This is an optimization exercise on Yosys and OpenROAD, whose aim is small area, a short achievable clock period and few clock cycles, not a production implementation. In this exercise RTL edits were held to simulation tests only and were not proved equivalent to the original. Power figures rest on the tool's default switching activity, not on a simulated workload.

--- design/flow/constraint.sdc ---
create_clock -name core_clock -period 6.0 [get_ports {clk_i}]
set_input_delay 1.2000 -clock core_clock [delete_from_list [all_inputs] [get_ports {clk_i}]]
set_output_delay 1.2000 -clock core_clock [all_outputs]
set_load 0.01 [all_outputs]
--- design/flow/design.v ---
`timescale 1ns / 1ps
package rws_pkg;
  localparam int unsigned OP_W               = 2;
  localparam int unsigned WEIGHT_W           = 16;
  localparam int unsigned RND_W              = 31;
  localparam int unsigned INDEX_W            = 6;
  localparam int unsigned DEFAULT_MAX_MEMBERS = 64;
  localparam int unsigned DIV_CNT_W          = $clog2(RND_W);
  localparam logic [OP_W-1:0] OP_CLEAR  = 2'd0;
  localparam logic [OP_W-1:0] OP_APPEND = 2'd1;
  localparam logic [OP_W-1:0] OP_SELECT = 2'd2;
  typedef enum logic [2:0] {
    ST_IDLE,
    ST_DIV_INIT,
    ST_DIV_STEP,
    ST_WALK_INIT,
    ST_WALK_STEP,
    ST_EMIT
  } step_e;
  typedef enum logic [2:0] {
    ACT_NONE,
    ACT_ACCEPT,
    ACT_DIV_INIT,
    ACT_DIV_STEP,
    ACT_WALK_INIT,
    ACT_WALK_STEP,
    ACT_EMIT
  } act_e;
  typedef enum logic [2:0] {
    C_ALWAYS,
    C_SELECT,
    C_EMPTY,
    C_DIV_MORE,
    C_WALK_MORE,
    C_OUT_FREE
  } cond_e;
  typedef struct packed {
    logic  in_rdy;
    act_e  act;
    cond_e cond;
    step_e tgt_t;
    step_e tgt_f;
  } ctrl_t;
endpackage
`timescale 1ns / 1ps
module rws_ram #(
  parameter int unsigned WIDTH = 16,
  parameter int unsigned DEPTH = 64
) (
  input  logic                     clk_i,
  input  logic                     we_i,
  input  logic [$clog2(DEPTH)-1:0] waddr_i,
  input  logic [WIDTH-1:0]         wdata_i,
  input  logic [$clog2(DEPTH)-1:0] raddr_i,
  output logic [WIDTH-1:0]         rdata_o
);
  logic [WIDTH-1:0] mem_q [DEPTH];
  logic [WIDTH-1:0] rdata_q;
  always_ff @(posedge clk_i) begin
    if (we_i) begin
      mem_q[waddr_i] <= wdata_i;
    end
    rdata_q <= mem_q[raddr_i];
  end
  assign rdata_o = rdata_q;
endmodule
`timescale 1ns / 1ps
import rws_pkg::*;
module roulette_wheel_selector #(
  parameter int unsigned MAX_MEMBERS = rws_pkg::DEFAULT_MAX_MEMBERS
) (
  input  logic                clk_i,
  input  logic                rst_ni,
  input  logic                in_valid_i,
  output logic                in_ready_o,
  input  logic [rws_pkg::OP_W-1:0]     in_op_i,
  input  logic [rws_pkg::WEIGHT_W-1:0] in_weight_i,
  input  logic [rws_pkg::RND_W-1:0]    in_random_word_i,
  output logic                out_valid_o,
  input  logic                out_ready_i,
  output logic [rws_pkg::INDEX_W-1:0]  out_index_o,
  output logic                out_status_o
);
  localparam int unsigned AW      = $clog2(MAX_MEMBERS);
  localparam int unsigned CW      = $clog2(MAX_MEMBERS + 1);
  localparam int unsigned TOTAL_W = WEIGHT_W + AW;
  logic [2:0]          upc_q, upc_d;
  logic [12:0]         cw;
  logic                cw_in_rdy;
  logic [2:0]          cw_act;
  logic [2:0]          cw_cond;
  logic [2:0]          cw_tgt_t;
  logic [2:0]          cw_tgt_f;
  logic                cond;
  logic [CW-1:0]       cnt_q, cnt_d;
  logic [TOTAL_W-1:0]  total_q, total_d;
  logic [TOTAL_W-1:0]  rem_q, rem_d;
  logic [RND_W-1:0]    shift_q, shift_d;
  logic [DIV_CNT_W-1:0] bitcnt_q, bitcnt_d;
  logic [AW-1:0]       pos_q, pos_d;
  logic [TOTAL_W-1:0]  cum_q, cum_d;
  logic                out_valid_q, out_valid_d;
  logic [INDEX_W-1:0]  out_index_q, out_index_d;
  logic                out_status_q, out_status_d;
  logic                accept;
  logic                full;
  logic                empty;
  logic [TOTAL_W:0]    divisor;
  logic [TOTAL_W:0]    rem_sh;
  logic [TOTAL_W-1:0]  cum_next;
  logic                walk_more;
  logic                out_free;
  logic                ram_we;
  logic [AW-1:0]       ram_raddr;
  logic [WEIGHT_W-1:0] ram_rdata;
  rws_ram #(
    .WIDTH (WEIGHT_W),
    .DEPTH (MAX_MEMBERS)
  ) u_store (
    .clk_i   (clk_i),
    .we_i    (ram_we),
    .waddr_i (cnt_q[AW-1:0]),
    .wdata_i (in_weight_i),
    .raddr_i (ram_raddr),
    .rdata_o (ram_rdata)
  );
  always_comb begin
    unique case (upc_q)
      ST_IDLE:      cw = {1'b1, ACT_ACCEPT,    C_SELECT,    ST_DIV_INIT,  ST_IDLE};
      ST_DIV_INIT:  cw = {1'b0, ACT_DIV_INIT,  C_EMPTY,     ST_EMIT,      ST_DIV_STEP};
      ST_DIV_STEP:  cw = {1'b0, ACT_DIV_STEP,  C_DIV_MORE,  ST_DIV_STEP,  ST_WALK_INIT};
      ST_WALK_INIT: cw = {1'b0, ACT_WALK_INIT, C_ALWAYS,    ST_WALK_STEP, ST_WALK_STEP};
      ST_WALK_STEP: cw = {1'b0, ACT_WALK_STEP, C_WALK_MORE, ST_WALK_STEP, ST_EMIT};
      ST_EMIT:      cw = {1'b0, ACT_EMIT,      C_OUT_FREE,  ST_IDLE,      ST_EMIT};
      default:      cw = {1'b0, ACT_NONE,      C_ALWAYS,    ST_IDLE,      ST_IDLE};
    endcase
  end
  assign cw_in_rdy = cw[12];
  assign cw_act    = cw[11:9];
  assign cw_cond   = cw[8:6];
  assign cw_tgt_t  = cw[5:3];
  assign cw_tgt_f  = cw[2:0];
  assign accept   = cw_in_rdy && in_valid_i;
  assign full     = (cnt_q == CW'(MAX_MEMBERS));
  assign empty    = (cnt_q == '0);
  assign divisor  = {1'b0, total_q} + (TOTAL_W+1)'(1);
  assign rem_sh   = {rem_q, shift_q[RND_W-1]};
  assign cum_next = cum_q + TOTAL_W'(ram_rdata);
  assign walk_more = (rem_q > cum_next) && ((CW'(pos_q) + CW'(1)) < cnt_q);
  assign out_free = !out_valid_q || out_ready_i;
  assign ram_we    = accept && (in_op_i == OP_APPEND) && !full;
  assign ram_raddr = (cw_act == ACT_WALK_STEP) ? AW'(pos_q + AW'(1)) : '0;
  always_comb begin
    unique case (cw_cond)
      C_ALWAYS:    cond = 1'b1;
      C_SELECT:    cond = accept && (in_op_i == OP_SELECT);
      C_EMPTY:     cond = empty;
      C_DIV_MORE:  cond = (bitcnt_q != DIV_CNT_W'(RND_W - 1));
      C_WALK_MORE: cond = walk_more;
      C_OUT_FREE:  cond = out_free;
      default:     cond = 1'b0;
    endcase
  end
  always_comb begin
    upc_d = cond ? cw_tgt_t : cw_tgt_f;
  end
  always_comb begin
    cnt_d        = cnt_q;
    total_d      = total_q;
    rem_d        = rem_q;
    shift_d      = shift_q;
    bitcnt_d     = bitcnt_q;
    pos_d        = pos_q;
    cum_d        = cum_q;
    out_valid_d  = out_valid_q && !out_ready_i;
    out_index_d  = out_index_q;
    out_status_d = out_status_q;
    unique case (cw_act)
      ACT_ACCEPT: begin
        if (accept) begin
          if (in_op_i == OP_CLEAR) begin
            cnt_d   = '0;
            total_d = '0;
          end else if (ram_we) begin
            cnt_d   = cnt_q + CW'(1);
            total_d = total_q + TOTAL_W'(in_weight_i);
          end else if (in_op_i == OP_SELECT) begin
            shift_d = in_random_word_i;
            pos_d   = '0;
          end
        end
      end
      ACT_DIV_INIT: begin
        rem_d    = '0;
        bitcnt_d = '0;
      end
      ACT_DIV_STEP: begin
        if (rem_sh >= divisor) begin
          rem_d = TOTAL_W'(rem_sh - divisor);
        end else begin
          rem_d = TOTAL_W'(rem_sh);
        end
        shift_d  = {shift_q[RND_W-2:0], 1'b0};
        bitcnt_d = bitcnt_q + DIV_CNT_W'(1);
      end
      ACT_WALK_INIT: begin
        pos_d = '0;
        cum_d = '0;
      end
      ACT_WALK_STEP: begin
        if (walk_more) begin
          pos_d = pos_q + AW'(1);
          cum_d = cum_next;
        end
      end
      ACT_EMIT: begin
        if (out_free) begin
          out_valid_d  = 1'b1;
          out_index_d  = empty ? '0 : INDEX_W'(pos_q);
          out_status_d = empty;
        end
      end
      default: begin
      end
    endcase
  end
  always_ff @(posedge clk_i or negedge rst_ni) begin
    if (!rst_ni) begin
      upc_q       <= ST_IDLE;
      cnt_q       <= '0;
      total_q     <= '0;
      bitcnt_q    <= '0;
      out_valid_q <= 1'b0;
    end else begin
      upc_q       <= upc_d;
      cnt_q       <= cnt_d;
      total_q     <= total_d;
      bitcnt_q    <= bitcnt_d;
      out_valid_q <= out_valid_d;
    end
  end
  always_ff @(posedge clk_i) begin
    rem_q        <= rem_d;
    shift_q      <= shift_d;
    pos_q        <= pos_d;
    cum_q        <= cum_d;
    out_index_q  <= out_index_d;
    out_status_q <= out_status_d;
  end
  assign in_ready_o   = cw_in_rdy;
  assign out_valid_o  = out_valid_q;
  assign out_index_o  = out_index_q;
  assign out_status_o = out_status_q;
endmodule
--- design/flow/config.mk ---
export PLATFORM = sky130hd
export DESIGN_NAME = roulette_wheel_selector
export DESIGN_NICKNAME = roulette_wheel_selector
export VERILOG_FILES = /design/flow/design.v
export SDC_FILE = /design/flow/constraint.sdc
export NUM_CORES = 4
export LEC_CHECK = 0
export CAP_MARGIN = 20
export CORE_MARGIN = 2
export CORE_UTILIZATION = 40
export SLEW_MARGIN = 20
--- design/flow/run.sh ---
#!/bin/bash
# synth_recipe.tcl (not shown) runs the flow's synth.tcl, then flattens the netlist and writes it again
# the make line also repeats each setting of config.mk as NAME=value (left out here)
make -C /OpenROAD-flow-scripts/flow DESIGN_CONFIG=/design/flow/config.mk WORK_HOME=/design/flow/orfs CLKGATE_MAP_FILE= SYNTH_SCRIPT=/design/flow/synth_recipe.tcl finish
==> results.txt <==
## how the worst min path moves through the flow
stage | start | to
4_1_cts | bitcnt_q[4]$_DFFE_PN0P_ | bitcnt_q[4]$_DFFE_PN0P_
3_5_place_dp | bitcnt_q[4]$_DFFE_PN0P_ | bitcnt_q[4]$_DFFE_PN0P_
6_report | shift_q[15]$_DFFE_PP_ | shift_q[16]$_DFFE_PP_
3_3_place_gp | bitcnt_q[4]$_DFFE_PN0P_ | bitcnt_q[4]$_DFFE_PN0P_
2_1_floorplan | bitcnt_q[4]$_DFFE_PN0P_ | bitcnt_q[4]$_DFFE_PN0P_
5_1_grt | bitcnt_q[4]$_DFFE_PN0P_ | bitcnt_q[4]$_DFFE_PN0P_
## cell families (layout without fill, tap and decap cells)
group	count (synthesis)	count (layout)	synth area share
flip-flops	1166	1166	0.692
AO/OA/AOI/OAI	847	847	0.109
AND/OR/NAND/NOR	740	740	0.0650
multiplexers	302	302	0.0744
buffers and inverters	258	454	0.0229
adder cells (fa/ha/maj)	92	92	0.0234
XOR/XNOR	75	75	0.0131
## power by group
group          internal [mW]  switching, mW
clock network           4.04           3.10
registers               9.32          0.323
logic                   2.26           4.14
## layer usage
metal	vias up	track usage	share of wire
met1	15759	0.312	0.44
met5	-	0	0.000087
li1	13809	-	-
met3	217	0.0378	0.077
met2	1209	0.321	0.45
met4	2	0.0677	0.032
## cells in the mapped netlist (26+ instances only)
cell type	number	share of area
edfxtp_1	1112	0.67
a21oi_1	281	0.028
nand2_1	280	0.021
nor2_1	209	0.016
o21ai_0	171	0.017
clkbuf_1	138	0.010
mux2i_1	138	0.028
o221ai_1	133	0.023
nand3_1	123	0.012
mux2_2	118	0.027
ha_1	89	0.022
a211oi_1	50	0.0075
mux4_2	44	0.020
xnor2_1	43	0.0075
dfrtp_1	38	0.019
inv_1	37	0.0028
o211ai_1	33	0.0049
xor2_1	32	0.0056
nor2b_1	31	0.0039
buf_1	26	0.0019
buf_2	26	0.0026
## final cells by class
cell class              instances  share of cell area
inverters                      41             0.00292
clock inverters                60             0.00905
multi-input cells            2056               0.254
well taps                    1637              0.0362
clock buffers                 160              0.0572
repair buffers                193              0.0284
flip-flops and latches       1166               0.613
## worst min-delay path: cells and delay by family (launching register included)
family	cells	cell delay (ps)
AND/OR/NAND/NOR	2	100
flip-flops	1	320
## state kept, by name, indices dropped and copies added, names as in the netlist
signal / cells
rem_q: 22
cnt_q: 7
u_store.rdata_q: 16
pos_q: 6
out_index_q: 6
out_status_q: 1
total_q: 22
shift_q: 31
upc_q: 3
cum_q: 22
bitcnt_q: 5
u_store.mem_q: 1024
out_valid_q: 1
## metrics by stage
step	total power [mW]	worst slack [ps]	instances
floorplan	14.0	1800	3480
global placement	16.1	1320	5093
detailed placement	16.1	1320	5093
CTS	23.3	1260	5313
global route	24.2	938	5313
finish	23.2	1260	5313
==> key figures <==
Global route
  – Gr usage total: 0.213
  – First-pass GRT wire length: 201,000 um
  – Vias in the first global route: 29.4k
  – Largest net degree at the start of global routing: 156
  – Initial antenna violation count: 3
  – Total grt overflow: 0

STA
  – # setup viols final: 0
  – Fin. Hold Viols: 0
  – Clock skew: 83.9 ps
  – Fin. max-slew vios: 0
  – Least-Margin Pin Slew: 1120 ps
  – Period Utilization, post-route: 0.790
  – Worst slew margin: 0.250
  – Fmax: 211 MHz
  – Final min period: 4740 ps
  – RSZ-0062 raised after global routing: false
  – WHS: 512 ps
  – Final TNS setup: 0 ps

Routing
  – Vias: 31.0k
  – Vias per inst: 5.83
  – 1st-iter DRT viols: 3,379
  – DRC Markers: 0
  – WL/cell: 26.0 um
  – WL final: 138,000 um
  – DR pass1 iterations: 5
  – Post-DRT Antenna Nets: 0

Worst setup path
  – FF-to-FF path depth: 16
  – CP max FO: 22
  – Worst path top cell family by delay: compound AO/OA/AOI/OAI gates
  – CP max-delay cell: a2111oi_0
  – Critical path type: reg2reg
  – RR Startpoint: cum_q[1]$_SDFFCE_PP0P_
  – Crit path to: cum_q[17]$_SDFFCE_PP0P_
  – Worst reg2reg path endpoint: cum_q[17]$_SDFFCE_PP0P_
  – Critical path origin: cum_q[1]$_SDFFCE_PP0P_
  – CP Depth: 16
  – CP endpoint kind: flop
  – Crit path required time: 6360 ps
  – Worst-path cell chain: ha_1 > a211o_1 > a21oi_1 > o21ai_0 > a21o_1 > a2111oi_0 > nor2_1 > xnor2_1 > ha_1 > o21ai_0 > a21oi_1 > o21a_1 > o21ai_0 > a31oi_1 > a22o_1 > buf_4
  – CP peak stage delay: 890 ps
  – Buf+Inv Stages, Crit Path: 1
  – Crit path launch type: flop
  – Crit path top cell by count: o21ai_0
  – Crit path DAT: 5100 ps
  – R2R setup slack: 1260 ps

Layout
  – Leading cell type in the layout, fill and taps excluded: edfxtp_1
  – Share of cells above drive strength 1: 0.136
  – Net count reported at finish: 3,722
  – Most frequent cells in the layout: 1,112 x edfxtp_1, 281 x a21oi_1, 276 x nand2_1, 209 x nor2_1, 171 x o21ai_0
  – Register area: 34,700 um2
  – N_diodes: 0
  – Area of the multi-input gates: 14,300 um2
  – Final core utilization: 0.456
  – Area Overhead vs Synth: 13.0%
  – FILL cells: 10.9k
  – Fin area: 56,600 um2

Clock network
  – Worst skew pair latency: 750 ps
  – Setup Fix Bufs, Post-CTS: 0
  – Clock Tree Root: clkbuf_16
  – CTS H-Tree Depth: 3
  – Clock-pin slew on the worst setup and hold paths: 60 ps
  – Clock sink total: 1,166
  – Post-CTS sizing: 0
  – Post-CTS Hold Fix Bufs: 0
  – CTS tree: done
  – CTS Buf Count: 119
  – CTS Buffer Depth: 3

Logic synthesis
  – Post-synth EDFFs: 1,112
  – Cell variety after synth: 71
  – Synth Instances: 3,480
  – Synth warnings: 2
  – Area of the mapped netlist: 50,100 um2
  – Syn Nets: 3,625
  – Post-synthesis area per instance: 14.4 um2
  – Yosys reg bits: 1,166
  – Seq/Total Area, Yosys: 0.692
  – Most used DFF post-synth: edfxtp_1
  – Ys async rst share: 0.0326

Pwr
  – Worst IR Drop VDD: 0.305 mV
  – Static Leak: 18.5 nW
  – Power Density: 410 nW/um2

Job
  – Max-Cap Viols: 0

Die
  – Die X: 358 um
  – Core Box Area: 124,000 um2
  – Die ar.: 128,000 um2
  – Initial Utilization: 0.404
  – Die Ht: 358 um
  – IO Count: 62
  – Core Rows: 129

Placement
  – DPL Wire Length: 82,700 um
  – PortBufs: 61
  – DP Area: 52,800 um2
  – GP Congestion: 0.886

Run status
  – Outcome: finished clean

Hold path
  – Hold Crit Class: reg2reg
  – Hold depth: 2
Testbench counts, summed over its fixed seeds: cycles 83,360.

[re-timing with driven ports]
In the flow no input, the clock included, has a driving cell. The finished layout below was timed again as built, in two steps.
Step 1, drivers: a clkbuf_16 drives clk_i and a buf_2 each remaining input, both assumed.
Step 2 times the ports against the registers' clock, not the clock port: input delays grow and output delays shrink by t, the midpoint of the rising clock arrivals with the driver on.
Slacks: ideal / step 1 / step 2; pairs: ideal / step 1.
t (ns): 0.787
setup WS [ns]: 1.259 / 1.259 / 1.139
latest minus earliest clock arrival (ns): 0.085 / 0.084
worst data-port slew with drivers (ns): 0.10
After both steps this run still meets setup and hold. For this run, drivers alone change the setup slack by 0.000 ns; drivers and shift together by -0.120 ns.
